Context: an optimization exercise on an open-source flow, tuned for small area, a short achievable clock period and few clock cycles per item. The choices shown serve that exercise and are no tape-out recipe. No functional check of the RTL was part of any run shown here.

### flow/constraint.sdc
create_clock -name core_clock -period 8.0 [get_ports {clk}]
set_input_delay 1.6000 -clock core_clock [delete_from_list [all_inputs] [get_ports {clk}]]
set_output_delay 1.6000 -clock core_clock [all_outputs]
set_load 0.01 [all_outputs]
### flow/config.mk
export PLATFORM = sky130hd
export DESIGN_NAME = nn_mac_array
export DESIGN_NICKNAME = nn_mac_array
export VERILOG_FILES = /design/flow/design.v
export SDC_FILE = /design/flow/constraint.sdc
export NUM_CORES = 4
export LEC_CHECK = 0
export CAP_MARGIN = 20
export CORE_MARGIN = 2
export CORE_UTILIZATION = 40
export SLEW_MARGIN = 20
### flow/design.v
module nn_mac_array #(
    parameter int LANES  = 4,
    parameter int DWIDTH = 16,
    parameter int FRAC   = 8,
    parameter int AWIDTH = 40,
    parameter int CWIDTH = 16
) (
    input  logic                    clk,
    input  logic                    rst_n,
    input  logic                    s_valid,
    output logic                    s_ready,
    input  logic                    s_last,
    input  logic [DWIDTH-1:0]       s_x,
    input  logic [LANES*DWIDTH-1:0] s_w,
    input  logic [LANES*DWIDTH-1:0] s_bias,
    input  logic                    relu_en,
    output logic                    m_valid,
    input  logic                    m_ready,
    output logic [LANES*DWIDTH-1:0] m_data,
    output logic [LANES-1:0]        m_ovf,
    output logic [CWIDTH-1:0]       m_count,
    output logic                    busy
);
    localparam logic [AWIDTH-1:0] M0 = 40'h7fffffff;
    localparam logic [AWIDTH-1:0] M1 = 40'h7ffffffd;
    localparam logic [AWIDTH-1:0] K0 = 40'hff80000000;
    localparam logic [AWIDTH-1:0] K1 = 40'h0;
    localparam logic [AWIDTH-1:0] RND = AWIDTH'(1) << (FRAC-1);
    logic s_hs;
    assign s_hs = s_valid & s_ready;
    assign busy = ~s_ready;
    logic [7:0]              enc_one, enc_two, enc_neg;
    logic [7:0]              x_one, x_two, x_neg;
    logic [LANES*DWIDTH-1:0] w0;
    logic [DWIDTH:0]         b0 [LANES];
    logic                    v0, l0, relu0;
    always_comb begin
        for (int j = 0; j < 8; j++) begin
            logic lo, mid, hi;
            lo  = (j == 0) ? 1'b0 : s_x[2*j-1];
            mid = s_x[2*j];
            hi  = s_x[2*j+1];
            enc_one[j] = mid ^ lo;
            enc_two[j] = (hi & ~mid & ~lo) | (~hi & mid & lo);
            enc_neg[j] = hi;
        end
    end
    always_ff @(posedge clk) begin
        x_one <= enc_one;
        x_two <= enc_two;
        x_neg <= enc_neg;
        w0    <= s_w;
        for (int i = 0; i < LANES; i++) begin
            logic [DWIDTH-1:0] bg;
            bg    = s_last ? s_bias[i*DWIDTH +: DWIDTH] : '0;
            b0[i] <= {bg[DWIDTH-1], bg} + ((DWIDTH+1)'(s_x[DWIDTH-1]) << (14 - FRAC));
        end
        l0    <= s_last;
        relu0 <= relu_en;
    end
    logic                v1, l1, relu1;
    logic [AWIDTH-1:0]   t0_q [LANES];
    logic [AWIDTH-1:0]   t1_q [LANES];
    for (genvar i = 0; i < LANES; i++) begin : g_tree
        logic [AWIDTH-1:0] t0, t1;
        nn_mac_lane_tree u_tree (
            .one (x_one),
            .two (x_two),
            .neg (x_neg),
            .w   (w0[i*DWIDTH +: DWIDTH]),
            .b   (b0[i]),
            .r0  (t0),
            .r1  (t1)
        );
        always_ff @(posedge clk) begin
            t0_q[i] <= t0;
            t1_q[i] <= t1;
        end
    end
    always_ff @(posedge clk) begin
        l1    <= l0;
        relu1 <= relu0;
    end
    logic                a_open, a_fin, a_relu;
    logic [CWIDTH-1:0]   a_cnt;
    logic [AWIDTH-1:0]   acc_q [LANES];
    logic                out_free, a_move, a_fin_d, m_valid_d;
    assign out_free  = ~m_valid | m_ready;
    assign a_move    = a_fin & out_free;
    assign a_fin_d   = (v1 & l1) | (a_fin & ~a_move);
    assign m_valid_d = a_move | (m_valid & ~m_ready);
    always_ff @(posedge clk) begin
        if (v1) begin
            a_relu <= relu1;
            a_cnt  <= a_open ? (a_cnt + {{(CWIDTH-1){1'b0}}, ~&a_cnt}) : CWIDTH'(1);
            for (int i = 0; i < LANES; i++) begin
                logic [AWIDTH-1:0] base, y0, y1, p, q;
                base = a_open ? acc_q[i] : RND;
                y0   = (t0_q[i] & M0) | K0;
                y1   = (t1_q[i] & M1) | K1;
                p    = base ^ y0 ^ y1;
                q    = ((base & y0) | (base & y1) | (y0 & y1)) << 1;
                acc_q[i] <= p + q;
            end
        end
    end
    always_ff @(posedge clk) begin
        if (a_move) begin
            m_count <= a_cnt;
            for (int i = 0; i < LANES; i++) begin
                logic [AWIDTH-1:0] s;
                logic hi, lo;
                logic [DWIDTH-1:0] r;
                s  = acc_q[i];
                hi = ~s[AWIDTH-1] & |s[AWIDTH-2:FRAC+DWIDTH-1];
                lo =  s[AWIDTH-1] & ~&s[AWIDTH-2:FRAC+DWIDTH-1];
                r  = hi ? {1'b0, {(DWIDTH-1){1'b1}}} :
                     lo ? {1'b1, {(DWIDTH-1){1'b0}}} : s[FRAC +: DWIDTH];
                if (a_relu && r[DWIDTH-1]) r = '0;
                m_data[i*DWIDTH +: DWIDTH] <= r;
                m_ovf[i] <= hi | lo;
            end
        end
    end
    logic [2:0] closed_d;
    assign closed_d = {2'b0, s_hs & s_last} + {2'b0, v0 & l0} + {2'b0, a_fin_d} + {2'b0, m_valid_d};
    always_ff @(posedge clk or negedge rst_n) begin
        if (!rst_n) begin
            s_ready <= 1'b0;
            v0      <= 1'b0;
            v1      <= 1'b0;
            a_open  <= 1'b0;
            a_fin   <= 1'b0;
            m_valid <= 1'b0;
        end else begin
            s_ready <= (closed_d <= 3'd1);
            v0      <= s_hs;
            v1      <= v0;
            if (v1) a_open <= ~l1;
            a_fin   <= a_fin_d;
            m_valid <= m_valid_d;
        end
    end
endmodule
module nn_mac_lane_tree (
    input  logic [7:0]  one, two, neg,
    input  logic [15:0] w,
    input  logic [16:0] b,
    output logic [39:0] r0, r1
);
    wire pp1 = (one[0] & w[0]) ^ neg[0];
    wire pp2 = ((one[0] & w[1]) | (two[0] & w[0])) ^ neg[0];
    wire pp3 = ((one[0] & w[2]) | (two[0] & w[1])) ^ neg[0];
    wire pp4 = ((one[0] & w[3]) | (two[0] & w[2])) ^ neg[0];
    wire pp5 = ((one[0] & w[4]) | (two[0] & w[3])) ^ neg[0];
    wire pp6 = ((one[0] & w[5]) | (two[0] & w[4])) ^ neg[0];
    wire pp7 = ((one[0] & w[6]) | (two[0] & w[5])) ^ neg[0];
    wire pp8 = ((one[0] & w[7]) | (two[0] & w[6])) ^ neg[0];
    wire pp9 = ((one[0] & w[8]) | (two[0] & w[7])) ^ neg[0];
    wire pp10 = ((one[0] & w[9]) | (two[0] & w[8])) ^ neg[0];
    wire pp11 = ((one[0] & w[10]) | (two[0] & w[9])) ^ neg[0];
    wire pp12 = ((one[0] & w[11]) | (two[0] & w[10])) ^ neg[0];
    wire pp13 = ((one[0] & w[12]) | (two[0] & w[11])) ^ neg[0];
    wire pp14 = ((one[0] & w[13]) | (two[0] & w[12])) ^ neg[0];
    wire pp15 = ((one[0] & w[14]) | (two[0] & w[13])) ^ neg[0];
    wire pp16 = ((one[0] & w[15]) | (two[0] & w[14])) ^ neg[0];
    wire pp17 = ((one[0] | two[0]) & w[15]) ^ neg[0];
    wire pn18 = ~pp17;
    wire pp19 = (one[1] & w[0]) ^ neg[1];
    wire pp20 = ((one[1] & w[1]) | (two[1] & w[0])) ^ neg[1];
    wire pp21 = ((one[1] & w[2]) | (two[1] & w[1])) ^ neg[1];
    wire pp22 = ((one[1] & w[3]) | (two[1] & w[2])) ^ neg[1];
    wire pp23 = ((one[1] & w[4]) | (two[1] & w[3])) ^ neg[1];
    wire pp24 = ((one[1] & w[5]) | (two[1] & w[4])) ^ neg[1];
    wire pp25 = ((one[1] & w[6]) | (two[1] & w[5])) ^ neg[1];
    wire pp26 = ((one[1] & w[7]) | (two[1] & w[6])) ^ neg[1];
    wire pp27 = ((one[1] & w[8]) | (two[1] & w[7])) ^ neg[1];
    wire pp28 = ((one[1] & w[9]) | (two[1] & w[8])) ^ neg[1];
    wire pp29 = ((one[1] & w[10]) | (two[1] & w[9])) ^ neg[1];
    wire pp30 = ((one[1] & w[11]) | (two[1] & w[10])) ^ neg[1];
    wire pp31 = ((one[1] & w[12]) | (two[1] & w[11])) ^ neg[1];
    wire pp32 = ((one[1] & w[13]) | (two[1] & w[12])) ^ neg[1];
    wire pp33 = ((one[1] & w[14]) | (two[1] & w[13])) ^ neg[1];
    wire pp34 = ((one[1] & w[15]) | (two[1] & w[14])) ^ neg[1];
    wire pp35 = ~(((one[1] | two[1]) & w[15]) ^ neg[1]);
    wire pp36 = (one[2] & w[0]) ^ neg[2];
    wire pp37 = ((one[2] & w[1]) | (two[2] & w[0])) ^ neg[2];
    wire pp38 = ((one[2] & w[2]) | (two[2] & w[1])) ^ neg[2];
    wire pp39 = ((one[2] & w[3]) | (two[2] & w[2])) ^ neg[2];
    wire pp40 = ((one[2] & w[4]) | (two[2] & w[3])) ^ neg[2];
    wire pp41 = ((one[2] & w[5]) | (two[2] & w[4])) ^ neg[2];
    wire pp42 = ((one[2] & w[6]) | (two[2] & w[5])) ^ neg[2];
    wire pp43 = ((one[2] & w[7]) | (two[2] & w[6])) ^ neg[2];
    wire pp44 = ((one[2] & w[8]) | (two[2] & w[7])) ^ neg[2];
    wire pp45 = ((one[2] & w[9]) | (two[2] & w[8])) ^ neg[2];
    wire pp46 = ((one[2] & w[10]) | (two[2] & w[9])) ^ neg[2];
    wire pp47 = ((one[2] & w[11]) | (two[2] & w[10])) ^ neg[2];
    wire pp48 = ((one[2] & w[12]) | (two[2] & w[11])) ^ neg[2];
    wire pp49 = ((one[2] & w[13]) | (two[2] & w[12])) ^ neg[2];
    wire pp50 = ((one[2] & w[14]) | (two[2] & w[13])) ^ neg[2];
    wire pp51 = ((one[2] & w[15]) | (two[2] & w[14])) ^ neg[2];
    wire pp52 = ~(((one[2] | two[2]) & w[15]) ^ neg[2]);
    wire pp53 = (one[3] & w[0]) ^ neg[3];
    wire pp54 = ((one[3] & w[1]) | (two[3] & w[0])) ^ neg[3];
    wire pp55 = ((one[3] & w[2]) | (two[3] & w[1])) ^ neg[3];
    wire pp56 = ((one[3] & w[3]) | (two[3] & w[2])) ^ neg[3];
    wire pp57 = ((one[3] & w[4]) | (two[3] & w[3])) ^ neg[3];
    wire pp58 = ((one[3] & w[5]) | (two[3] & w[4])) ^ neg[3];
    wire pp59 = ((one[3] & w[6]) | (two[3] & w[5])) ^ neg[3];
    wire pp60 = ((one[3] & w[7]) | (two[3] & w[6])) ^ neg[3];
    wire pp61 = ((one[3] & w[8]) | (two[3] & w[7])) ^ neg[3];
    wire pp62 = ((one[3] & w[9]) | (two[3] & w[8])) ^ neg[3];
    wire pp63 = ((one[3] & w[10]) | (two[3] & w[9])) ^ neg[3];
    wire pp64 = ((one[3] & w[11]) | (two[3] & w[10])) ^ neg[3];
    wire pp65 = ((one[3] & w[12]) | (two[3] & w[11])) ^ neg[3];
    wire pp66 = ((one[3] & w[13]) | (two[3] & w[12])) ^ neg[3];
    wire pp67 = ((one[3] & w[14]) | (two[3] & w[13])) ^ neg[3];
    wire pp68 = ((one[3] & w[15]) | (two[3] & w[14])) ^ neg[3];
    wire pp69 = ~(((one[3] | two[3]) & w[15]) ^ neg[3]);
    wire pp70 = (one[4] & w[0]) ^ neg[4];
    wire pp71 = ((one[4] & w[1]) | (two[4] & w[0])) ^ neg[4];
    wire pp72 = ((one[4] & w[2]) | (two[4] & w[1])) ^ neg[4];
    wire pp73 = ((one[4] & w[3]) | (two[4] & w[2])) ^ neg[4];
    wire pp74 = ((one[4] & w[4]) | (two[4] & w[3])) ^ neg[4];
    wire pp75 = ((one[4] & w[5]) | (two[4] & w[4])) ^ neg[4];
    wire pp76 = ((one[4] & w[6]) | (two[4] & w[5])) ^ neg[4];
    wire pp77 = ((one[4] & w[7]) | (two[4] & w[6])) ^ neg[4];
    wire pp78 = ((one[4] & w[8]) | (two[4] & w[7])) ^ neg[4];
    wire pp79 = ((one[4] & w[9]) | (two[4] & w[8])) ^ neg[4];
    wire pp80 = ((one[4] & w[10]) | (two[4] & w[9])) ^ neg[4];
    wire pp81 = ((one[4] & w[11]) | (two[4] & w[10])) ^ neg[4];
    wire pp82 = ((one[4] & w[12]) | (two[4] & w[11])) ^ neg[4];
    wire pp83 = ((one[4] & w[13]) | (two[4] & w[12])) ^ neg[4];
    wire pp84 = ((one[4] & w[14]) | (two[4] & w[13])) ^ neg[4];
    wire pp85 = ((one[4] & w[15]) | (two[4] & w[14])) ^ neg[4];
    wire pp86 = ~(((one[4] | two[4]) & w[15]) ^ neg[4]);
    wire pp87 = (one[5] & w[0]) ^ neg[5];
    wire pp88 = ((one[5] & w[1]) | (two[5] & w[0])) ^ neg[5];
    wire pp89 = ((one[5] & w[2]) | (two[5] & w[1])) ^ neg[5];
    wire pp90 = ((one[5] & w[3]) | (two[5] & w[2])) ^ neg[5];
    wire pp91 = ((one[5] & w[4]) | (two[5] & w[3])) ^ neg[5];
    wire pp92 = ((one[5] & w[5]) | (two[5] & w[4])) ^ neg[5];
    wire pp93 = ((one[5] & w[6]) | (two[5] & w[5])) ^ neg[5];
    wire pp94 = ((one[5] & w[7]) | (two[5] & w[6])) ^ neg[5];
    wire pp95 = ((one[5] & w[8]) | (two[5] & w[7])) ^ neg[5];
    wire pp96 = ((one[5] & w[9]) | (two[5] & w[8])) ^ neg[5];
    wire pp97 = ((one[5] & w[10]) | (two[5] & w[9])) ^ neg[5];
    wire pp98 = ((one[5] & w[11]) | (two[5] & w[10])) ^ neg[5];
    wire pp99 = ((one[5] & w[12]) | (two[5] & w[11])) ^ neg[5];
    wire pp100 = ((one[5] & w[13]) | (two[5] & w[12])) ^ neg[5];
    wire pp101 = ((one[5] & w[14]) | (two[5] & w[13])) ^ neg[5];
    wire pp102 = ((one[5] & w[15]) | (two[5] & w[14])) ^ neg[5];
    wire pp103 = ~(((one[5] | two[5]) & w[15]) ^ neg[5]);
    wire pp104 = (one[6] & w[0]) ^ neg[6];
    wire pp105 = ((one[6] & w[1]) | (two[6] & w[0])) ^ neg[6];
    wire pp106 = ((one[6] & w[2]) | (two[6] & w[1])) ^ neg[6];
    wire pp107 = ((one[6] & w[3]) | (two[6] & w[2])) ^ neg[6];
    wire pp108 = ((one[6] & w[4]) | (two[6] & w[3])) ^ neg[6];
    wire pp109 = ((one[6] & w[5]) | (two[6] & w[4])) ^ neg[6];
    wire pp110 = ((one[6] & w[6]) | (two[6] & w[5])) ^ neg[6];
    wire pp111 = ((one[6] & w[7]) | (two[6] & w[6])) ^ neg[6];
    wire pp112 = ((one[6] & w[8]) | (two[6] & w[7])) ^ neg[6];
    wire pp113 = ((one[6] & w[9]) | (two[6] & w[8])) ^ neg[6];
    wire pp114 = ((one[6] & w[10]) | (two[6] & w[9])) ^ neg[6];
    wire pp115 = ((one[6] & w[11]) | (two[6] & w[10])) ^ neg[6];
    wire pp116 = ((one[6] & w[12]) | (two[6] & w[11])) ^ neg[6];
    wire pp117 = ((one[6] & w[13]) | (two[6] & w[12])) ^ neg[6];
    wire pp118 = ((one[6] & w[14]) | (two[6] & w[13])) ^ neg[6];
    wire pp119 = ((one[6] & w[15]) | (two[6] & w[14])) ^ neg[6];
    wire pp120 = ~(((one[6] | two[6]) & w[15]) ^ neg[6]);
    wire pp121 = (one[7] & w[0]) ^ neg[7];
    wire pp122 = ((one[7] & w[1]) | (two[7] & w[0])) ^ neg[7];
    wire pp123 = ((one[7] & w[2]) | (two[7] & w[1])) ^ neg[7];
    wire pp124 = ((one[7] & w[3]) | (two[7] & w[2])) ^ neg[7];
    wire pp125 = ((one[7] & w[4]) | (two[7] & w[3])) ^ neg[7];
    wire pp126 = ((one[7] & w[5]) | (two[7] & w[4])) ^ neg[7];
    wire pp127 = ((one[7] & w[6]) | (two[7] & w[5])) ^ neg[7];
    wire pp128 = ((one[7] & w[7]) | (two[7] & w[6])) ^ neg[7];
    wire pp129 = ((one[7] & w[8]) | (two[7] & w[7])) ^ neg[7];
    wire pp130 = ((one[7] & w[9]) | (two[7] & w[8])) ^ neg[7];
    wire pp131 = ((one[7] & w[10]) | (two[7] & w[9])) ^ neg[7];
    wire pp132 = ((one[7] & w[11]) | (two[7] & w[10])) ^ neg[7];
    wire pp133 = ((one[7] & w[12]) | (two[7] & w[11])) ^ neg[7];
    wire pp134 = ((one[7] & w[13]) | (two[7] & w[12])) ^ neg[7];
    wire pp135 = ((one[7] & w[14]) | (two[7] & w[13])) ^ neg[7];
    wire pp136 = ((one[7] & w[15]) | (two[7] & w[14])) ^ neg[7];
    wire pp137 = ~(((one[7] | two[7]) & w[15]) ^ neg[7]);
    wire bn138 = ~b[16];
    wire hs139 = pp9 ^ pp25;
    wire hc140 = pp9 & pp25;
    wire hs141 = pp10 ^ pp26;
    wire hc142 = pp10 & pp26;
    wire fs143 = pp11 ^ pp27 ^ pp42;
    wire fc144 = (pp11 & pp27) | (pp11 & pp42) | (pp27 & pp42);
    wire hs145 = pp57 ^ pp72;
    wire hc146 = pp57 & pp72;
    wire fs147 = pp12 ^ pp28 ^ pp43;
    wire fc148 = (pp12 & pp28) | (pp12 & pp43) | (pp28 & pp43);
    wire hs149 = pp58 ^ pp73;
    wire hc150 = pp58 & pp73;
    wire fs151 = pp13 ^ pp29 ^ pp44;
    wire fc152 = (pp13 & pp29) | (pp13 & pp44) | (pp29 & pp44);
    wire fs153 = pp59 ^ pp74 ^ pp89;
    wire fc154 = (pp59 & pp74) | (pp59 & pp89) | (pp74 & pp89);
    wire hs155 = pp104 ^ neg[6];
    wire hc156 = pp104 & neg[6];
    wire fs157 = pp14 ^ pp30 ^ pp45;
    wire fc158 = (pp14 & pp30) | (pp14 & pp45) | (pp30 & pp45);
    wire fs159 = pp60 ^ pp75 ^ pp90;
    wire fc160 = (pp60 & pp75) | (pp60 & pp90) | (pp75 & pp90);
    wire hs161 = pp105 ^ b[5];
    wire hc162 = pp105 & b[5];
    wire fs163 = pp15 ^ pp31 ^ pp46;
    wire fc164 = (pp15 & pp31) | (pp15 & pp46) | (pp31 & pp46);
    wire fs165 = pp61 ^ pp76 ^ pp91;
    wire fc166 = (pp61 & pp76) | (pp61 & pp91) | (pp76 & pp91);
    wire fs167 = pp106 ^ pp121 ^ b[6];
    wire fc168 = (pp106 & pp121) | (pp106 & b[6]) | (pp121 & b[6]);
    wire fs169 = pp16 ^ pp32 ^ pp47;
    wire fc170 = (pp16 & pp32) | (pp16 & pp47) | (pp32 & pp47);
    wire fs171 = pp62 ^ pp77 ^ pp92;
    wire fc172 = (pp62 & pp77) | (pp62 & pp92) | (pp77 & pp92);
    wire fs173 = pp107 ^ pp122 ^ b[7];
    wire fc174 = (pp107 & pp122) | (pp107 & b[7]) | (pp122 & b[7]);
    wire fs175 = pp17 ^ pp33 ^ pp48;
    wire fc176 = (pp17 & pp33) | (pp17 & pp48) | (pp33 & pp48);
    wire fs177 = pp63 ^ pp78 ^ pp93;
    wire fc178 = (pp63 & pp78) | (pp63 & pp93) | (pp78 & pp93);
    wire fs179 = pp108 ^ pp123 ^ b[8];
    wire fc180 = (pp108 & pp123) | (pp108 & b[8]) | (pp123 & b[8]);
    wire fs181 = pp17 ^ pp34 ^ pp49;
    wire fc182 = (pp17 & pp34) | (pp17 & pp49) | (pp34 & pp49);
    wire fs183 = pp64 ^ pp79 ^ pp94;
    wire fc184 = (pp64 & pp79) | (pp64 & pp94) | (pp79 & pp94);
    wire fs185 = pp109 ^ pp124 ^ b[9];
    wire fc186 = (pp109 & pp124) | (pp109 & b[9]) | (pp124 & b[9]);
    wire fs187 = pn18 ^ pp35 ^ pp50;
    wire fc188 = (pn18 & pp35) | (pn18 & pp50) | (pp35 & pp50);
    wire fs189 = pp65 ^ pp80 ^ pp95;
    wire fc190 = (pp65 & pp80) | (pp65 & pp95) | (pp80 & pp95);
    wire fs191 = pp110 ^ pp125 ^ b[10];
    wire fc192 = (pp110 & pp125) | (pp110 & b[10]) | (pp125 & b[10]);
    wire fs193 = pp51 ^ pp66 ^ pp81;
    wire fc194 = (pp51 & pp66) | (pp51 & pp81) | (pp66 & pp81);
    wire fs195 = pp96 ^ pp111 ^ pp126;
    wire fc196 = (pp96 & pp111) | (pp96 & pp126) | (pp111 & pp126);
    wire fn197 = ~b[11];
    wire fs198 = pp52 ^ pp67 ^ pp82;
    wire fc199 = (pp52 & pp67) | (pp52 & pp82) | (pp67 & pp82);
    wire fs200 = pp97 ^ pp112 ^ pp127;
    wire fc201 = (pp97 & pp112) | (pp97 & pp127) | (pp112 & pp127);
    wire fs202 = pp68 ^ pp83 ^ pp98;
    wire fc203 = (pp68 & pp83) | (pp68 & pp98) | (pp83 & pp98);
    wire hs204 = pp113 ^ pp128;
    wire hc205 = pp113 & pp128;
    wire fs206 = pp69 ^ pp84 ^ pp99;
    wire fc207 = (pp69 & pp84) | (pp69 & pp99) | (pp84 & pp99);
    wire hs208 = pp85 ^ pp100;
    wire hc209 = pp85 & pp100;
    wire hs210 = pp86 ^ pp101;
    wire hc211 = pp86 & pp101;
    wire hs212 = pp7 ^ pp23;
    wire hc213 = pp7 & pp23;
    wire hs214 = pp8 ^ pp24;
    wire hc215 = pp8 & pp24;
    wire fs216 = hs139 ^ pp40 ^ pp55;
    wire fc217 = (hs139 & pp40) | (hs139 & pp55) | (pp40 & pp55);
    wire hs218 = pp70 ^ neg[4];
    wire hc219 = pp70 & neg[4];
    wire fs220 = hs141 ^ pp41 ^ pp56;
    wire fc221 = (hs141 & pp41) | (hs141 & pp56) | (pp41 & pp56);
    wire fs222 = pp71 ^ b[1] ^ hc140;
    wire fc223 = (pp71 & b[1]) | (pp71 & hc140) | (b[1] & hc140);
    wire fs224 = fs143 ^ hs145 ^ pp87;
    wire fc225 = (fs143 & hs145) | (fs143 & pp87) | (hs145 & pp87);
    wire fs226 = neg[5] ^ b[2] ^ hc142;
    wire fc227 = (neg[5] & b[2]) | (neg[5] & hc142) | (b[2] & hc142);
    wire fs228 = fs147 ^ hs149 ^ pp88;
    wire fc229 = (fs147 & hs149) | (fs147 & pp88) | (hs149 & pp88);
    wire fs230 = b[3] ^ fc144 ^ hc146;
    wire fc231 = (b[3] & fc144) | (b[3] & hc146) | (fc144 & hc146);
    wire fs232 = fs151 ^ fs153 ^ hs155;
    wire fc233 = (fs151 & fs153) | (fs151 & hs155) | (fs153 & hs155);
    wire fs234 = b[4] ^ fc148 ^ hc150;
    wire fc235 = (b[4] & fc148) | (b[4] & hc150) | (fc148 & hc150);
    wire fs236 = fs157 ^ fs159 ^ hs161;
    wire fc237 = (fs157 & fs159) | (fs157 & hs161) | (fs159 & hs161);
    wire fs238 = fc152 ^ fc154 ^ hc156;
    wire fc239 = (fc152 & fc154) | (fc152 & hc156) | (fc154 & hc156);
    wire fs240 = fs163 ^ fs165 ^ fs167;
    wire fc241 = (fs163 & fs165) | (fs163 & fs167) | (fs165 & fs167);
    wire fs242 = fc158 ^ fc160 ^ hc162;
    wire fc243 = (fc158 & fc160) | (fc158 & hc162) | (fc160 & hc162);
    wire fs244 = fs169 ^ fs171 ^ fs173;
    wire fc245 = (fs169 & fs171) | (fs169 & fs173) | (fs171 & fs173);
    wire fs246 = fc164 ^ fc166 ^ fc168;
    wire fc247 = (fc164 & fc166) | (fc164 & fc168) | (fc166 & fc168);
    wire fs248 = fs175 ^ fs177 ^ fs179;
    wire fc249 = (fs175 & fs177) | (fs175 & fs179) | (fs177 & fs179);
    wire fs250 = fc170 ^ fc172 ^ fc174;
    wire fc251 = (fc170 & fc172) | (fc170 & fc174) | (fc172 & fc174);
    wire fs252 = fs181 ^ fs183 ^ fs185;
    wire fc253 = (fs181 & fs183) | (fs181 & fs185) | (fs183 & fs185);
    wire fs254 = fc176 ^ fc178 ^ fc180;
    wire fc255 = (fc176 & fc178) | (fc176 & fc180) | (fc178 & fc180);
    wire fs256 = fs187 ^ fs189 ^ fs191;
    wire fc257 = (fs187 & fs189) | (fs187 & fs191) | (fs189 & fs191);
    wire fs258 = fc182 ^ fc184 ^ fc186;
    wire fc259 = (fc182 & fc184) | (fc182 & fc186) | (fc184 & fc186);
    wire fs260 = fs193 ^ fs195 ^ fn197;
    wire fc261 = (fs193 & fs195) | (fs193 & fn197) | (fs195 & fn197);
    wire fs262 = fc188 ^ fc190 ^ fc192;
    wire fc263 = (fc188 & fc190) | (fc188 & fc192) | (fc190 & fc192);
    wire fs264 = fs198 ^ fs200 ^ b[12];
    wire fc265 = (fs198 & fs200) | (fs198 & b[12]) | (fs200 & b[12]);
    wire fs266 = fc194 ^ fc196 ^ b[11];
    wire fc267 = (fc194 & fc196) | (fc194 & b[11]) | (fc196 & b[11]);
    wire fs268 = fs202 ^ hs204 ^ b[13];
    wire fc269 = (fs202 & hs204) | (fs202 & b[13]) | (hs204 & b[13]);
    wire fs270 = ~(fc199 ^ fc201);
    wire fc271 = fc199 | fc201;
    wire fs272 = fs206 ^ pp114 ^ pp129;
    wire fc273 = (fs206 & pp114) | (fs206 & pp129) | (pp114 & pp129);
    wire fs274 = b[14] ^ fc203 ^ hc205;
    wire fc275 = (b[14] & fc203) | (b[14] & hc205) | (fc203 & hc205);
    wire fs276 = hs208 ^ pp115 ^ pp130;
    wire fc277 = (hs208 & pp115) | (hs208 & pp130) | (pp115 & pp130);
    wire fs278 = ~(b[15] ^ fc207);
    wire fc279 = b[15] | fc207;
    wire fs280 = hs210 ^ pp116 ^ pp131;
    wire fc281 = (hs210 & pp116) | (hs210 & pp131) | (pp116 & pp131);
    wire fs282 = ~(bn138 ^ hc209);
    wire fc283 = bn138 | hc209;
    wire fs284 = pp102 ^ pp117 ^ pp132;
    wire fc285 = (pp102 & pp117) | (pp102 & pp132) | (pp117 & pp132);
    wire hs286 = pp5 ^ pp21;
    wire hc287 = pp5 & pp21;
    wire hs288 = pp6 ^ pp22;
    wire hc289 = pp6 & pp22;
    wire fs290 = hs212 ^ pp38 ^ pp53;
    wire fc291 = (hs212 & pp38) | (hs212 & pp53) | (pp38 & pp53);
    wire fs292 = hs214 ^ pp39 ^ pp54;
    wire fc293 = (hs214 & pp39) | (hs214 & pp54) | (pp39 & pp54);
    wire fs294 = fs216 ^ hs218 ^ b[0];
    wire fc295 = (fs216 & hs218) | (fs216 & b[0]) | (hs218 & b[0]);
    wire fs296 = fs220 ^ fs222 ^ fc217;
    wire fc297 = (fs220 & fs222) | (fs220 & fc217) | (fs222 & fc217);
    wire fs298 = fs224 ^ fs226 ^ fc221;
    wire fc299 = (fs224 & fs226) | (fs224 & fc221) | (fs226 & fc221);
    wire fs300 = fs228 ^ fs230 ^ fc225;
    wire fc301 = (fs228 & fs230) | (fs228 & fc225) | (fs230 & fc225);
    wire fs302 = fs232 ^ fs234 ^ fc229;
    wire fc303 = (fs232 & fs234) | (fs232 & fc229) | (fs234 & fc229);
    wire fs304 = fs236 ^ fs238 ^ fc233;
    wire fc305 = (fs236 & fs238) | (fs236 & fc233) | (fs238 & fc233);
    wire fs306 = fs240 ^ fs242 ^ fc237;
    wire fc307 = (fs240 & fs242) | (fs240 & fc237) | (fs242 & fc237);
    wire fs308 = fs244 ^ fs246 ^ fc241;
    wire fc309 = (fs244 & fs246) | (fs244 & fc241) | (fs246 & fc241);
    wire fs310 = fs248 ^ fs250 ^ fc245;
    wire fc311 = (fs248 & fs250) | (fs248 & fc245) | (fs250 & fc245);
    wire fs312 = fs252 ^ fs254 ^ fc249;
    wire fc313 = (fs252 & fs254) | (fs252 & fc249) | (fs254 & fc249);
    wire fs314 = fs256 ^ fs258 ^ fc253;
    wire fc315 = (fs256 & fs258) | (fs256 & fc253) | (fs258 & fc253);
    wire fs316 = fs260 ^ fs262 ^ fc257;
    wire fc317 = (fs260 & fs262) | (fs260 & fc257) | (fs262 & fc257);
    wire fs318 = fs264 ^ fs266 ^ fc261;
    wire fc319 = (fs264 & fs266) | (fs264 & fc261) | (fs266 & fc261);
    wire fs320 = fs268 ^ fs270 ^ fc265;
    wire fc321 = (fs268 & fs270) | (fs268 & fc265) | (fs270 & fc265);
    wire fs322 = fs272 ^ fs274 ^ fc269;
    wire fc323 = (fs272 & fs274) | (fs272 & fc269) | (fs274 & fc269);
    wire fs324 = fs276 ^ fs278 ^ fc273;
    wire fc325 = (fs276 & fs278) | (fs276 & fc273) | (fs278 & fc273);
    wire fs326 = fs280 ^ fs282 ^ fc277;
    wire fc327 = (fs280 & fs282) | (fs280 & fc277) | (fs282 & fc277);
    wire fs328 = fs284 ^ hc211 ^ fc281;
    wire fc329 = (fs284 & hc211) | (fs284 & fc281) | (hc211 & fc281);
    wire fs330 = pp103 ^ pp118 ^ pp133;
    wire fc331 = (pp103 & pp118) | (pp103 & pp133) | (pp118 & pp133);
    wire hs332 = pp119 ^ pp134;
    wire hc333 = pp119 & pp134;
    wire hs334 = pp3 ^ pp19;
    wire hc335 = pp3 & pp19;
    wire hs336 = pp4 ^ pp20;
    wire hc337 = pp4 & pp20;
    wire fs338 = hs286 ^ pp36 ^ neg[2];
    wire fc339 = (hs286 & pp36) | (hs286 & neg[2]) | (pp36 & neg[2]);
    wire fs340 = hs288 ^ pp37 ^ hc287;
    wire fc341 = (hs288 & pp37) | (hs288 & hc287) | (pp37 & hc287);
    wire fs342 = fs290 ^ neg[3] ^ hc289;
    wire fc343 = (fs290 & neg[3]) | (fs290 & hc289) | (neg[3] & hc289);
    wire fs344 = fs292 ^ hc213 ^ fc291;
    wire fc345 = (fs292 & hc213) | (fs292 & fc291) | (hc213 & fc291);
    wire fs346 = fs294 ^ hc215 ^ fc293;
    wire fc347 = (fs294 & hc215) | (fs294 & fc293) | (hc215 & fc293);
    wire fs348 = fs296 ^ hc219 ^ fc295;
    wire fc349 = (fs296 & hc219) | (fs296 & fc295) | (hc219 & fc295);
    wire fs350 = fs298 ^ fc223 ^ fc297;
    wire fc351 = (fs298 & fc223) | (fs298 & fc297) | (fc223 & fc297);
    wire fs352 = fs300 ^ fc227 ^ fc299;
    wire fc353 = (fs300 & fc227) | (fs300 & fc299) | (fc227 & fc299);
    wire fs354 = fs302 ^ fc231 ^ fc301;
    wire fc355 = (fs302 & fc231) | (fs302 & fc301) | (fc231 & fc301);
    wire fs356 = fs304 ^ fc235 ^ fc303;
    wire fc357 = (fs304 & fc235) | (fs304 & fc303) | (fc235 & fc303);
    wire fs358 = fs306 ^ fc239 ^ fc305;
    wire fc359 = (fs306 & fc239) | (fs306 & fc305) | (fc239 & fc305);
    wire fs360 = fs308 ^ fc243 ^ fc307;
    wire fc361 = (fs308 & fc243) | (fs308 & fc307) | (fc243 & fc307);
    wire fs362 = fs310 ^ fc247 ^ fc309;
    wire fc363 = (fs310 & fc247) | (fs310 & fc309) | (fc247 & fc309);
    wire fs364 = fs312 ^ fc251 ^ fc311;
    wire fc365 = (fs312 & fc251) | (fs312 & fc311) | (fc251 & fc311);
    wire fs366 = fs314 ^ fc255 ^ fc313;
    wire fc367 = (fs314 & fc255) | (fs314 & fc313) | (fc255 & fc313);
    wire fs368 = fs316 ^ fc259 ^ fc315;
    wire fc369 = (fs316 & fc259) | (fs316 & fc315) | (fc259 & fc315);
    wire fs370 = fs318 ^ fc263 ^ fc317;
    wire fc371 = (fs318 & fc263) | (fs318 & fc317) | (fc263 & fc317);
    wire fs372 = fs320 ^ fc267 ^ fc319;
    wire fc373 = (fs320 & fc267) | (fs320 & fc319) | (fc267 & fc319);
    wire fs374 = fs322 ^ fc271 ^ fc321;
    wire fc375 = (fs322 & fc271) | (fs322 & fc321) | (fc271 & fc321);
    wire fs376 = fs324 ^ fc275 ^ fc323;
    wire fc377 = (fs324 & fc275) | (fs324 & fc323) | (fc275 & fc323);
    wire fs378 = fs326 ^ fc279 ^ fc325;
    wire fc379 = (fs326 & fc279) | (fs326 & fc325) | (fc279 & fc325);
    wire fs380 = fs328 ^ fc283 ^ fc327;
    wire fc381 = (fs328 & fc283) | (fs328 & fc327) | (fc283 & fc327);
    wire fs382 = fs330 ^ fc285 ^ fc329;
    wire fc383 = (fs330 & fc285) | (fs330 & fc329) | (fc285 & fc329);
    wire fs384 = ~(hs332 ^ fc331);
    wire fc385 = hs332 | fc331;
    wire fs386 = pp120 ^ pp135 ^ hc333;
    wire fc387 = (pp120 & pp135) | (pp120 & hc333) | (pp135 & hc333);
    wire fn388 = ~pp136;
    assign r0[0] = pp1;
    assign r0[1] = pp2;
    assign r0[2] = hs334;
    assign r0[3] = hs336;
    assign r0[4] = fs338;
    assign r0[5] = fs340;
    assign r0[6] = fs342;
    assign r0[7] = fs344;
    assign r0[8] = fs346;
    assign r0[9] = fs348;
    assign r0[10] = fs350;
    assign r0[11] = fs352;
    assign r0[12] = fs354;
    assign r0[13] = fs356;
    assign r0[14] = fs358;
    assign r0[15] = fs360;
    assign r0[16] = fs362;
    assign r0[17] = fs364;
    assign r0[18] = fs366;
    assign r0[19] = fs368;
    assign r0[20] = fs370;
    assign r0[21] = fs372;
    assign r0[22] = fs374;
    assign r0[23] = fs376;
    assign r0[24] = fs378;
    assign r0[25] = fs380;
    assign r0[26] = fs382;
    assign r0[27] = fs384;
    assign r0[28] = fs386;
    assign r0[29] = fn388;
    assign r0[30] = pp137;
    assign r0[31] = 1'b1;
    assign r0[32] = 1'b1;
    assign r0[33] = 1'b1;
    assign r0[34] = 1'b1;
    assign r0[35] = 1'b1;
    assign r0[36] = 1'b1;
    assign r0[37] = 1'b1;
    assign r0[38] = 1'b1;
    assign r0[39] = 1'b1;
    assign r1[0] = neg[0];
    assign r1[1] = 1'b0;
    assign r1[2] = neg[1];
    assign r1[3] = hc335;
    assign r1[4] = hc337;
    assign r1[5] = fc339;
    assign r1[6] = fc341;
    assign r1[7] = fc343;
    assign r1[8] = fc345;
    assign r1[9] = fc347;
    assign r1[10] = fc349;
    assign r1[11] = fc351;
    assign r1[12] = fc353;
    assign r1[13] = fc355;
    assign r1[14] = fc357;
    assign r1[15] = fc359;
    assign r1[16] = fc361;
    assign r1[17] = fc363;
    assign r1[18] = fc365;
    assign r1[19] = fc367;
    assign r1[20] = fc369;
    assign r1[21] = fc371;
    assign r1[22] = fc373;
    assign r1[23] = fc375;
    assign r1[24] = fc377;
    assign r1[25] = fc379;
    assign r1[26] = fc381;
    assign r1[27] = fc383;
    assign r1[28] = fc385;
    assign r1[29] = fc387;
    assign r1[30] = pp136;
    assign r1[31] = 1'b0;
    assign r1[32] = 1'b0;
    assign r1[33] = 1'b0;
    assign r1[34] = 1'b0;
    assign r1[35] = 1'b0;
    assign r1[36] = 1'b0;
    assign r1[37] = 1'b0;
    assign r1[38] = 1'b0;
    assign r1[39] = 1'b0;
endmodule
### flow/run.sh
#!/bin/bash
# synth_recipe.tcl (not shown) runs the flow's synth.tcl, then flattens the netlist and writes it again
# the make line also repeats each setting of config.mk as NAME=value (left out here)
make -C /OpenROAD-flow-scripts/flow DESIGN_CONFIG=/design/flow/config.mk WORK_HOME=/design/flow/orfs CLKGATE_MAP_FILE= SYNTH_SCRIPT=/design/flow/synth_recipe.tcl finish
==> results.cfg, run 1 <==
[outcome]
status = no timing/DRC/antenna violations

[job]
cap_violations = 0

[placement]
finalWeightedCongestion = 0.854
post-dp-hpwl_microns = 99900
portBuffers = 236

[clocking]
cts_tree = yes
clock_sinks = 665
clk_latency_ns = 0.69
cts_resized = 0
post_cts_buffers = 0
hold_buffers = 0
cts_made_buffers = 84
cts_max_level = 3
cts_buffer_depth = 3
root_buffer = clkbuf_16
path_clk_slew_ns = 0.06

[cells_and_area]
nets = 6323
insertedDiodeCount = 0
layout_common_cells = 1,035 x inv_1, 533 x fa_1, 482 x a22oi_1
fillCellCount = 12191
final_common_cell = inv_1
area.growth.synth_to_final_pct = 12.3
final_layout_size_suffix_gt1_share_pct = 4.36

[logic_synthesis]
yosys.area.top_type_share_pct = 20.4
syn_nets = 6330
ys.flop_type = dfxtp_1
yosys-top-cells-area = fa_1 20%, dfxtp_1 15%, edfxtp_1 15%, xnor2_1 7.7%, inv_1 7.4%
synth-seq-area-share_pct = 30.5
ys_seq_elements = 665
synth_largest_area_cell = fa_1
synthCells = 5399
synth_cell_types = 77
yosys_warnings = 9
netlist_area_sq_um = 52300
synth_edf_count = 261
async_reset_ff_share_pct = 0.902
avgSynthCellArea_sq_um = 9.68

[sta]
setup_viol = 0
period_share_pct = 64.6
fmax_mhz = 193
slew_headroom_pct = 29.6
hold_viol = 0
skew_ns = 0.0411
finalSetupTns_ns = 0
finalCriticalPeriod_ns = 5.17
tightest_slew_ns = 1.06
rsz0062_at_grt = false
slew_violations = 0

[setup_path]
start_kind = flip-flop
endpoint_kind = flip-flop
cpPeakStageDelay_ns = 0.92
crit_path_max_fanout = 60
path_class = reg2reg
worst_path_most_repeated_cell = a21o_1
cp.required_ns = 8.43
cp_slowest_cell = dfrtp_4
critPathArrivalTime_ns = 5.60
path_cells = buf_4, nor2b_1, fa_1, inv_1, ha_1, a21o_1, a21o_1, a21o_1, nor3_2, a21oi_1, a31oi_1, nor4_1, o32ai_1, o21ai_1, xnor2_1

[global_routing]
grt_max_degree = 69
grt_pass1_vias = 39398
grt_overflow_total = 0
grt_pass1_wl_microns = 225000
grt_use_total_pct = 21.7
antenna_found_initial = 15

[die]
fp-row-count = 132
core_sq_um = 130000
initial_core_util_pct = 40.3
die-area_sq_um = 134000
io_pins = 237
chipHeight_microns = 365
die_w_microns = 365

[drt]
drc = 0
first_pass_iters = 6
wl_microns = 145000
vias = 37621
drt_iter0_drc = 3354
ant_nets = 0
routed_via_density = 5.22
wl_per_cell_microns = 20.1

[hold_path]
hold_class = reg2reg
## metrics by stage
step           util (%)  hold slack [ns]  cells  setup slack [ns]  area [sq um]
4_1_cts            45.2            0.330   7205              2.82         58700
2_1_floorplan         -            0.310   5399              2.89         52300
5_1_grt            45.3            0.340   7205              2.48         58700
6_report           45.3            0.328   7205              2.83         58700
3_3_place_gp       43.0            0.313   7048              2.86         55800
3_5_place_dp       43.0            0.317   7048              2.85         55800
## logic make-up after synthesis
| group | synth area share [%] |
|---|---|
| buffers and inverters | 10.1 |
| AO/OA/AOI/OAI | 13.3 |
| AND/OR/NAND/NOR | 7.46 |
| adder cells (fa/ha/maj) | 26.4 |
| XOR/XNOR | 12.1 |
| flip-flops | 30.5 |
| multiplexers | 0.0862 |
## final cells by class
cell class                      instances  area, sq um  area share [%]
Multi-Input combinational cell       3327        31000            52.9
Sequential cell                       665        16000            27.3
Inverter                             1035         3880            6.62
Timing Repair Buffer                  279         2680            4.57
Clock buffer                          128         2580            4.40
Tap cell                             1742         2180            3.71
Clock inverter                         29          298           0.508
## worst paths after layout
path	depth (start not counted)	slack (ns)	start	end
max in group asynchronous	1	6.60	rst_n	a_open$_DFFE_PN0P_
worst max register to register	15	2.83	a_open$_DFFE_PN0P_	acc_q[0][32]$_DFFE_PP_
min in group asynchronous	1	1.16	rst_n	m_valid$_DFF_PN0_
worst max-delay path	15	2.83	a_open$_DFFE_PN0P_	acc_q[0][32]$_DFFE_PP_
worst min register to register	0	0.33	relu0$_DFF_P_	relu1$_DFF_P_
worst min-delay path	0	0.33	relu0$_DFF_P_	relu1$_DFF_P_
## worst max-delay path, delay by kind of cell, from the launching register on
family / cells / cell delay [ns]
AND/OR/NAND/NOR: 3 / 0.59
AO/OA/AOI/OAI: 7 / 1.74
adder cells (fa/ha/maj): 2 / 0.72
flip-flops: 1 / 0.92
XOR/XNOR: 1 / 0.13
buffers and inverters: 2 / 0.78
## synth_stat cells (all sizes together) (143+ instances only)
library cell / count
inv: 1035
fa: 533
a21oi: 143
xnor2: 457
edfxtp: 261
ha: 248
xor2: 267
nand2: 296
a22oi: 482
clkbuf: 301
dfxtp: 398
nor2: 194
## sequential cells by signal, summed over array words and instances (netlist names), 4 cells and up
register  flops
a_cnt        16
w0           64
t1_q        114
x_neg         8
t0_q        124
acc_q       160
x_one         8
x_two         8
b0           68
m_count      16
m_ovf         4
m_data       64
## layer usage
layer / vias up / track usage (%) / part of all wire, % / routed length, microns
met5: - / 0.109 / 0.084 / 122
met4: 20 / 7.56 / 3.0 / 4360
met3: 283 / 4.96 / 8.4 / 12100
met2: 1462 / 34.4 / 45 / 64800
met1: 18534 / 29.3 / 44 / 63200
li1: 17322 / - / - / -
==> run 2: changes to the inputs <==
--- a/flow/config.mk
+++ b/flow/config.mk
@@ -9,3 +9,4 @@
 export CORE_MARGIN = 2
 export CORE_UTILIZATION = 40
+export SETUP_SLACK_MARGIN = 5
 export SLEW_MARGIN = 20
==> run 2 against run 1 <==
Against the previous run:
- clock skew fell by 0.0011 ns
- fmax rose by 29%
- still clean on timing, DRC and antenna
- first-iteration DRC count increased by 19%
- highest routed layer unchanged
- largest cell class unchanged
- via count is 12% higher
==> results.cfg, run 2 <==
[hold_path]
hold_class = reg2reg

[drt]
first_pass_iters = 6
drc = 0
wl_microns = 188000
vias = 42206
drt_iter0_drc = 3980
wl_per_cell_microns = 24.4
ant_nets = 0
routed_via_density = 5.49

[logic_synthesis]
synth_common_cells = 1,035 x inv_1, 533 x fa_1, 482 x a22oi_1
ys_seq_elements = 665
yosys-top-cells-area = fa_1 20%, dfxtp_1 15%, edfxtp_1 15%, xnor2_1 7.7%, inv_1 7.4%
syn_nets = 6330
yosys_warnings = 9
synth.most_common_cell = inv_1
synth-seq-area-share_pct = 30.5
synth_largest_area_cell = fa_1
synth_cell_types = 77
ys.flop_type = dfxtp_1
netlist_area_sq_um = 52300
async_reset_ff_share_pct = 0.902
yosys.area.top_type_share_pct = 20.4
avgSynthCellArea_sq_um = 9.68
synth_edf_count = 261
synthCells = 5399

[die]
chipHeight_microns = 365
core_sq_um = 130000
die-area_sq_um = 134000
fp-row-count = 132
die_w_microns = 365
initial_core_util_pct = 40.3
io_pins = 237

[setup_path]
crit_path_max_fanout = 6
endpoint_kind = flip-flop
start_kind = flip-flop
critPathArrivalTime_ns = 4.47
path_class = reg2reg
path_cells = buf_12, buf_6, buf_16, nand2_1, fa_1, inv_2, ha_4, nand2b_4, a21oi_4, o211ai_1, a211oi_2, o2111ai_2, and2_4, o21ai_4, a311oi_2, o31ai_1, xor2_1
cp_slowest_cell = fa_1
cp.required_ns = 8.45
critical-path-top-delay-family = compound AO/OA/AOI/OAI gates
cpPeakStageDelay_ns = 0.49
r2r_setup_slack_ns = 3.98
worst-path-buf-inv = 4

[global_routing]
grt_overflow_total = 0
grt_pass1_vias = 42912
grt_use_total_pct = 27.5
antenna_found_initial = 6
grt_max_degree = 73
grt_pass1_wl_microns = 273000

[sta]
slew_violations = 0
whs_ns = 0.346
finalCriticalPeriod_ns = 4.02
setup_viol = 0
period_share_pct = 50.3
slew_headroom_pct = 30.3
hold_viol = 0
tightest_slew_ns = 1.03
fmax_mhz = 249
rsz0062_at_grt = true
finalSetupTns_ns = 0
skew_ns = 0.0399

[placement]
post-dp-hpwl_microns = 101000
finalWeightedCongestion = 0.858
dp.cells = 7046
portBuffers = 236

[clocking]
cts_max_level = 3
root_buffer = clkbuf_16
path_clk_slew_ns = 0.06
cts_made_buffers = 81
clk_latency_ns = 0.71
cts_tree = yes
cts_buffer_depth = 3
clock_sinks = 665

[cells_and_area]
final_layout_size_suffix_gt1_share_pct = 27.5
largest_register_ffs = 160
fillCellCount = 10963
fin_util_pct = 54.0
largest-register = acc_q
nets = 6813
area.growth.synth_to_final_pct = 33.9
layout_common_cells = 910 x inv_1, 420 x fa_1, 408 x xnor2_1
reg.largest.list = acc_q x160, t0_q x124, t1_q x114
fin_cells = 7691
final_common_cell = inv_1

[job]
cap_violations = 0

[outcome]
status = no timing/DRC/antenna violations
[run 2: cell types whose count changed in the layout (fill, tap and decap cells not counted), moves of 125 or more]
| cell | change |
|---|---|
| a22oi_2 | +244 |
| buf_6 | +126 |
| inv_1 | -125 |
| a22oi_1 | -244 |
| inv_2 | +125 |
| buf_4 | +162 |
[run 2: cell type report]
cell class / count / area, sq um / share of cell area, %
timing repair buffer: 771 / 9870 / 14.1
tap: 1742 / 2180 / 3.11
inverter: 1035 / 3880 / 5.55
multi-input combinational: 3328 / 35100 / 50.1
sequential: 665 / 16300 / 23.2
antenna: 1 / 2.50 / 0.00358
clock buffer: 118 / 2380 / 3.40
clock inverter: 31 / 342 / 0.488
[run 2: per-stage QoR]
| stage | cell area [sq um] | setup WS (ns) |
|---|---|---|
| final | 70000 | 3.98 |
| after floorplan | 55300 | 4.37 |
| after detailed placement | 57100 | 3.08 |
| after global routing | 70000 | 3.89 |
| after global placement | 57100 | 3.23 |
| after CTS | 67400 | 4.05 |
[run 2: path summary, 6_finish.rpt]
kind,cells past startpoint,start,to
min in group asynchronous,1,rst_n,s_ready$_DFF_PN0_
worst max register to register,17,a_open$_DFFE_PN0P_,acc_q[3][39]$_DFFE_PP_
max in group asynchronous,1,rst_n,v1$_DFF_PN0_
worst min register to register,0,l0$_DFF_P_,l1$_DFF_P_
worst max-delay path,17,a_open$_DFFE_PN0P_,acc_q[3][39]$_DFFE_PP_
worst min-delay path,0,l0$_DFF_P_,l1$_DFF_P_
[run 2: worst reg2reg max path: stages, from the launching register on]
cell	delay, ns
dfrtp_4	0.48
buf_12	0.19
buf_6	0.13
buf_16	0.14
nand2_1	0.07
fa_1	0.49
inv_2	0.05
ha_4	0.29
nand2b_4	0.07
a21oi_4	0.25
o211ai_1	0.19
a211oi_2	0.33
o2111ai_2	0.22
and2_4	0.23
o21ai_4	0.14
a311oi_2	0.14
o31ai_1	0.26
xor2_1	0.10
[run 2: routing by layer]
metal	vias up	part of all wire, %	global-route usage (%)	wire length (microns)
li1	18351	-	-	-
met1	20893	40	36.3	74600
met2	2317	43	40.9	81000
met3	639	11	8.13	20900
met4	6	5.9	14.2	11100
met5	-	0.019	0	35
[run 2: cells by family after synthesis]
| logic type | count (synthesis) | share of synthesized area, % |
|---|---|---|
| muxes | 4 | 0.0862 |
| xor gates and xnor gates | 724 | 12.1 |
| and+or+nand+nor | 825 | 7.46 |
| buffers and inverters | 1407 | 10.1 |
| AOI/OAI and AO/OA | 993 | 13.3 |
| adders and majority gates | 781 | 26.4 |
| DFF | 665 | 30.5 |
[run 2: repair_timing]
item | 4_1_cts | 5_1_grt
endpoints found under the setup margin | 460 | 290
hold buffers | 0 | 0
pin swaps | 297 | 326
gates cloned | 62 | 1
gates resized for setup | 911 | 412
endpoints found under the hold margin | 0 | 0
buffers inserted | 316 | 116
==> run 3: changes to the inputs <==
--- a/flow/design.v
+++ b/flow/design.v
@@ -41,7 +41,7 @@
             mid = s_x[2*j];
             hi  = s_x[2*j+1];
-            enc_one[j] = mid ^ lo;
-            enc_two[j] = (hi & ~mid & ~lo) | (~hi & mid & lo);
-            enc_neg[j] = hi;
+            enc_one[j] = s_hs & (mid ^ lo);
+            enc_two[j] = s_hs & ((hi & ~mid & ~lo) | (~hi & mid & lo));
+            enc_neg[j] = s_hs & hi;
         end
     end
@@ -53,6 +53,6 @@
         for (int i = 0; i < LANES; i++) begin
             logic [DWIDTH-1:0] bg;
-            bg    = s_last ? s_bias[i*DWIDTH +: DWIDTH] : '0;
-            b0[i] <= {bg[DWIDTH-1], bg} + ((DWIDTH+1)'(s_x[DWIDTH-1]) << (14 - FRAC));
+            bg    = (s_hs & s_last) ? s_bias[i*DWIDTH +: DWIDTH] : '0;
+            b0[i] <= {bg[DWIDTH-1], bg} + ((DWIDTH+1)'(enc_neg[7]) << (14 - FRAC));
         end
         l0    <= s_last;
@@ -82,40 +82,42 @@
         relu1 <= relu0;
     end
-    logic                a_open, a_fin, a_relu;
+    logic                a_fin, a_init, a_relu;
     logic [CWIDTH-1:0]   a_cnt;
     logic [AWIDTH-1:0]   acc_q [LANES];
-    logic                out_free, a_move, a_fin_d, m_valid_d;
-    assign out_free  = ~m_valid | m_ready;
-    assign a_move    = a_fin & out_free;
-    assign a_fin_d   = (v1 & l1) | (a_fin & ~a_move);
-    assign m_valid_d = a_move | (m_valid & ~m_ready);
-    always_ff @(posedge clk) begin
-        if (v1) begin
-            a_relu <= relu1;
-            a_cnt  <= a_open ? (a_cnt + {{(CWIDTH-1){1'b0}}, ~&a_cnt}) : CWIDTH'(1);
-            for (int i = 0; i < LANES; i++) begin
-                logic [AWIDTH-1:0] base, y0, y1, p, q;
-                base = a_open ? acc_q[i] : RND;
-                y0   = (t0_q[i] & M0) | K0;
-                y1   = (t1_q[i] & M1) | K1;
-                p    = base ^ y0 ^ y1;
-                q    = ((base & y0) | (base & y1) | (y0 & y1)) << 1;
-                acc_q[i] <= p + q;
-            end
+    logic                fin, out_free, done, relu_f;
+    logic [CWIDTH-1:0]   cnt_f;
+    logic [AWIDTH-1:0]   sum [LANES];
+    assign fin      = (v1 & l1) | a_fin;         
+    assign out_free = ~m_valid | m_ready;
+    assign done     = fin & out_free;             
+    assign relu_f   = v1 ? relu1 : a_relu;
+    assign cnt_f    = v1 ? (a_cnt + {{(CWIDTH-1){1'b0}}, ~&a_cnt}) : a_cnt;
+    always_comb begin
+        for (int i = 0; i < LANES; i++) begin
+            logic [AWIDTH-1:0] y0, y1, p, q;
+            y0     = (t0_q[i] & M0) | K0;
+            y1     = (t1_q[i] & M1) | K1;
+            p      = acc_q[i] ^ y0 ^ y1;
+            q      = ((acc_q[i] & y0) | (acc_q[i] & y1) | (y0 & y1)) << 1;
+            sum[i] = p + q;
         end
     end
     always_ff @(posedge clk) begin
-        if (a_move) begin
-            m_count <= a_cnt;
+        a_relu <= relu_f;
+        a_cnt  <= (done | a_init) ? '0 : cnt_f;
+        for (int i = 0; i < LANES; i++)
+            acc_q[i] <= (done | a_init) ? RND : sum[i];
+    end
+    always_ff @(posedge clk) begin
+        if (done) begin
+            m_count <= cnt_f;
             for (int i = 0; i < LANES; i++) begin
-                logic [AWIDTH-1:0] s;
                 logic hi, lo;
                 logic [DWIDTH-1:0] r;
-                s  = acc_q[i];
-                hi = ~s[AWIDTH-1] & |s[AWIDTH-2:FRAC+DWIDTH-1];
-                lo =  s[AWIDTH-1] & ~&s[AWIDTH-2:FRAC+DWIDTH-1];
+                hi = ~sum[i][AWIDTH-1] & |sum[i][AWIDTH-2:FRAC+DWIDTH-1];
+                lo =  sum[i][AWIDTH-1] & ~&sum[i][AWIDTH-2:FRAC+DWIDTH-1];
                 r  = hi ? {1'b0, {(DWIDTH-1){1'b1}}} :
-                     lo ? {1'b1, {(DWIDTH-1){1'b0}}} : s[FRAC +: DWIDTH];
-                if (a_relu && r[DWIDTH-1]) r = '0;
+                     lo ? {1'b1, {(DWIDTH-1){1'b0}}} : sum[i][FRAC +: DWIDTH];
+                if (relu_f && r[DWIDTH-1]) r = '0;
                 m_data[i*DWIDTH +: DWIDTH] <= r;
                 m_ovf[i] <= hi | lo;
@@ -123,6 +125,9 @@
         end
     end
+    logic       a_fin_d, m_valid_d;
     logic [2:0] closed_d;
-    assign closed_d = {2'b0, s_hs & s_last} + {2'b0, v0 & l0} + {2'b0, a_fin_d} + {2'b0, m_valid_d};
+    assign a_fin_d   = fin & ~out_free;
+    assign m_valid_d = done | (m_valid & ~m_ready);
+    assign closed_d  = {2'b0, s_hs & s_last} + {2'b0, v0 & l0} + {2'b0, a_fin_d} + {2'b0, m_valid_d};
     always_ff @(posedge clk or negedge rst_n) begin
         if (!rst_n) begin
@@ -130,6 +135,6 @@
             v0      <= 1'b0;
             v1      <= 1'b0;
-            a_open  <= 1'b0;
             a_fin   <= 1'b0;
+            a_init  <= 1'b1;
             m_valid <= 1'b0;
         end else begin
@@ -137,6 +142,6 @@
             v0      <= s_hs;
             v1      <= v0;
-            if (v1) a_open <= ~l1;
             a_fin   <= a_fin_d;
+            a_init  <= 1'b0;
             m_valid <= m_valid_d;
         end
--- a/flow/config.mk
+++ b/flow/config.mk
@@ -9,4 +9,3 @@
 export CORE_MARGIN = 2
 export CORE_UTILIZATION = 40
-export SETUP_SLACK_MARGIN = 5
 export SLEW_MARGIN = 20
==> run 3 against run 2 <==
Against the previous run:
- sequential cell count did not move
- critical endpoint is now m_data[1]$_SDFFCE_PP0P_
- critical path type unchanged
- count of clock-buffer cells in the layout down 4
- global-route usage is 3.7 points lower
- largest cell class unchanged
==> results.cfg, run 3 <==
[hold_path]
hold_path_end = l1$_DFF_P_
whs_path_depth = 0
hold_class = reg2reg
worstHoldStart = l0$_DFF_P_

[logic_synthesis]
ys.flop_type = dfxtp_1
synthCells = 5289
syn_nets = 6223
synth_largest_area_cell = dfxtp_1
async_reset_ff_share_pct = 0.902
yosys_warnings = 11
synth.most_common_cell = dfxtp_1
yosys.area.top_type_share_pct = 22.6
synth_common_cells = 575 x dfxtp_1, 534 x inv_1, 533 x fa_1
netlist_area_sq_um = 51000
avgSynthCellArea_sq_um = 9.65
synth-seq-area-share_pct = 27.8
ys_seq_elements = 665
synth_cell_types = 94
synth_edf_count = 84
yosys-top-cells-area = dfxtp_1 23%, fa_1 21%, a22oi_1 7.1%, xnor2_1 6.2%, ha_1 6.2%

[global_routing]
grt_pass1_wl_microns = 241000
grt_overflow_total = 0
antenna_found_initial = 6
grt_use_total_pct = 23.8
grt_max_degree = 69
grt_pass1_vias = 40510

[setup_path]
cp.required_ns = 8.39
r2r_cells = 16
critPathArrivalTime_ns = 5.45
r2r-start = t1_q[0][0]$_DFF_P_
r2r_setup_slack_ns = 2.94
start_kind = flip-flop
path_class = reg2reg
crit_path_max_fanout = 16
rr_endpoint = m_data[1]$_SDFFCE_PP0P_
endpoint_kind = flip-flop

[drt]
drt_iter0_drc = 3213
wl_microns = 155000
ant_nets = 0
routed_via_density = 5.63
drc = 0
vias = 39246
wl_per_cell_microns = 22.3
first_pass_iters = 6

[sta]
tightest_slew_ns = 1.15
setup_viol = 0
fmax_mhz = 198
skew_ns = 0.0398
finalSetupTns_ns = 0
finalCriticalPeriod_ns = 5.06
period_share_pct = 63.2
whs_ns = 0.340
slew_headroom_pct = 23.1
slew_violations = 0
rsz0062_at_grt = false
hold_viol = 0

[clocking]
path_clk_slew_ns = 0.06
clock_sinks = 665
cts_max_level = 3
cts_resized = 0
cts_made_buffers = 81
root_buffer = clkbuf_16
cts_tree = yes
post_cts_buffers = 0
clk_latency_ns = 0.71
hold_buffers = 0
cts_buffer_depth = 3

[die]
die_w_microns = 361
core_sq_um = 127000
chipHeight_microns = 361
fp-row-count = 131
io_pins = 237
die-area_sq_um = 130000
initial_core_util_pct = 40.2

[placement]
portBuffers = 236
dpl_cell_area_sq_um = 54200
post-dp-hpwl_microns = 110000
finalWeightedCongestion = 0.902

[cells_and_area]
largest-register = acc_q
fin_util_pct = 45.0
layout_common_cells = 551 x dfxtp_1, 534 x inv_1, 533 x fa_1
area.growth.synth_to_final_pct = 12.0
final_common_cell = dfxtp_1
reg.largest.list = acc_q x160, t0_q x124, t1_q x114
largest_register_ffs = 160
final_layout_size_suffix_gt1_share_pct = 4.92
nets = 6176
fin_area_sq_um = 57100

[outcome]
status = no timing/DRC/antenna violations

[job]
cap_violations = 0
## run 3: changes by cell type after synthesis, sizes merged, moves of 25 or more
cell and change:
a21o -28, a21oi +60, clkbuf +25, dfxtp +177, edfxtp -177, inv -500, nand2 -58, nor2 +73
nor3 +61, o21ai +57, xnor2 -96, xor2 +76
## run 3: worst max-delay path: stages (launching register included)
cell      delay [ns]
dfxtp_1         0.30
inv_1           0.13
fa_1            0.41
inv_1           0.07
ha_1            0.20
inv_1           0.08
fa_1            0.44
nand2b_1        0.19
a21oi_1         0.34
o211ai_1        0.27
a211oi_1        0.48
nor3_1          0.12
xnor2_1         0.18
nor4_1          0.30
nand4_1         0.18
o31ai_2         0.79
o21ai_0         0.22
## run 3: area by class of cell
cell class | instances | area, sq um
inverters | 535 | 2010
multi-input cells | 3677 | 33200
diodes | 1 | 2.50
flip-flops and latches | 665 | 14200
clock buffers | 114 | 2320
repair buffers | 282 | 2710
clock inverters | 37 | 543
well taps | 1662 | 2080
fillers | 12087 | 69900
## run 3: metal layers
metal	routed length, microns	GRT usage [%]	part of all wire, %	up-vias
met2	72800	39.2	47	1553
li1	-	-	-	17759
met1	65500	31.2	42	19643
met3	12300	5.18	7.9	287
met5	27	0	0.017	-
met4	4850	7.47	3.1	4
## run 3: worst max path at each step
| stage | from | to | slack [ns] | cells past startpoint |
|---|---|---|---|---|
| floorplan | m_ready | acc_q[3][21]$_SDFF_PP0_ | 2.90 | 7 |
| global placement | s_valid | b0[0][12]$_DFF_P_ | 2.89 | 9 |
| detailed placement | s_valid | b0[0][12]$_DFF_P_ | 2.86 | 9 |
| CTS | t1_q[0][0]$_DFF_P_ | m_data[1]$_SDFFCE_PP0P_ | 2.96 | 16 |
| global route | t1_q[0][0]$_DFF_P_ | m_data[56]$_SDFFCE_PP0P_ | 2.46 | 16 |
| finish | t1_q[0][0]$_DFF_P_ | m_data[1]$_SDFFCE_PP0P_ | 2.94 | 16 |
## run 3: kinds of logic after synthesis
logic type | synth area share (%)
AO/OA/AOI/OAI | 16.0
XOR/XNOR | 12.1
adder cells (fa/ha/maj) | 27.1
buffers and inverters | 7.15
flip-flops | 27.8
multiplexers | 0.380
other | 0.00735
AND/OR/NAND/NOR | 9.53
## run 3: stage by stage
step / instances / setup WS (ns)
finish: 6973 / 2.94
global route: 6972 / 2.46
CTS: 6971 / 2.96
detailed placement: 6820 / 2.86
global placement: 6820 / 2.89
floorplan: 5289 / 2.90

==> afterwards: timing with drivers on the ports <==
The results above use ideal ports. As a check the final layouts listed here were re-extracted and re-timed, cells and wires unchanged. Step 1 (the two cells are an assumption about what drives the block):
set clk [get_ports {clk}]
set_driving_cell -lib_cell sky130_fd_sc_hd__clkbuf_16 $clk
set_driving_cell -lib_cell sky130_fd_sc_hd__buf_2 [delete_from_list [all_inputs] $clk]
Step 2 adds t to the input delays and takes it off the output delays; t is the mean of the earliest and latest rising clock arrival at the registers after step 1. Input paths then give back, and output paths get back, about the clock's delay inside the block. a / b / c = ideal ports / drivers / drivers and shift; a / b = the first two.
run | shift t [ns] | setup slack, ns | hold WS [ns] | worst slew at a driven data input, ns | cell pins on the clock port's net
run 1 | 0.739 | 2.829 / 2.829 / 2.829 | 0.328 / 0.328 / 0.328 | 0.16 | 1
run 2 | 0.774 | 3.976 / 3.976 / 3.976 | 0.346 / 0.346 / 0.346 | 0.06 | 1
run 3 | 0.771 | 2.943 / 2.943 / 2.857 | 0.340 / 0.340 / 0.340 | 0.11 | 1
After both steps setup and hold are still met in every run listed. For run 3, which loses most, drivers alone change the setup slack by 0.000 ns; drivers and shift together by -0.086 ns.
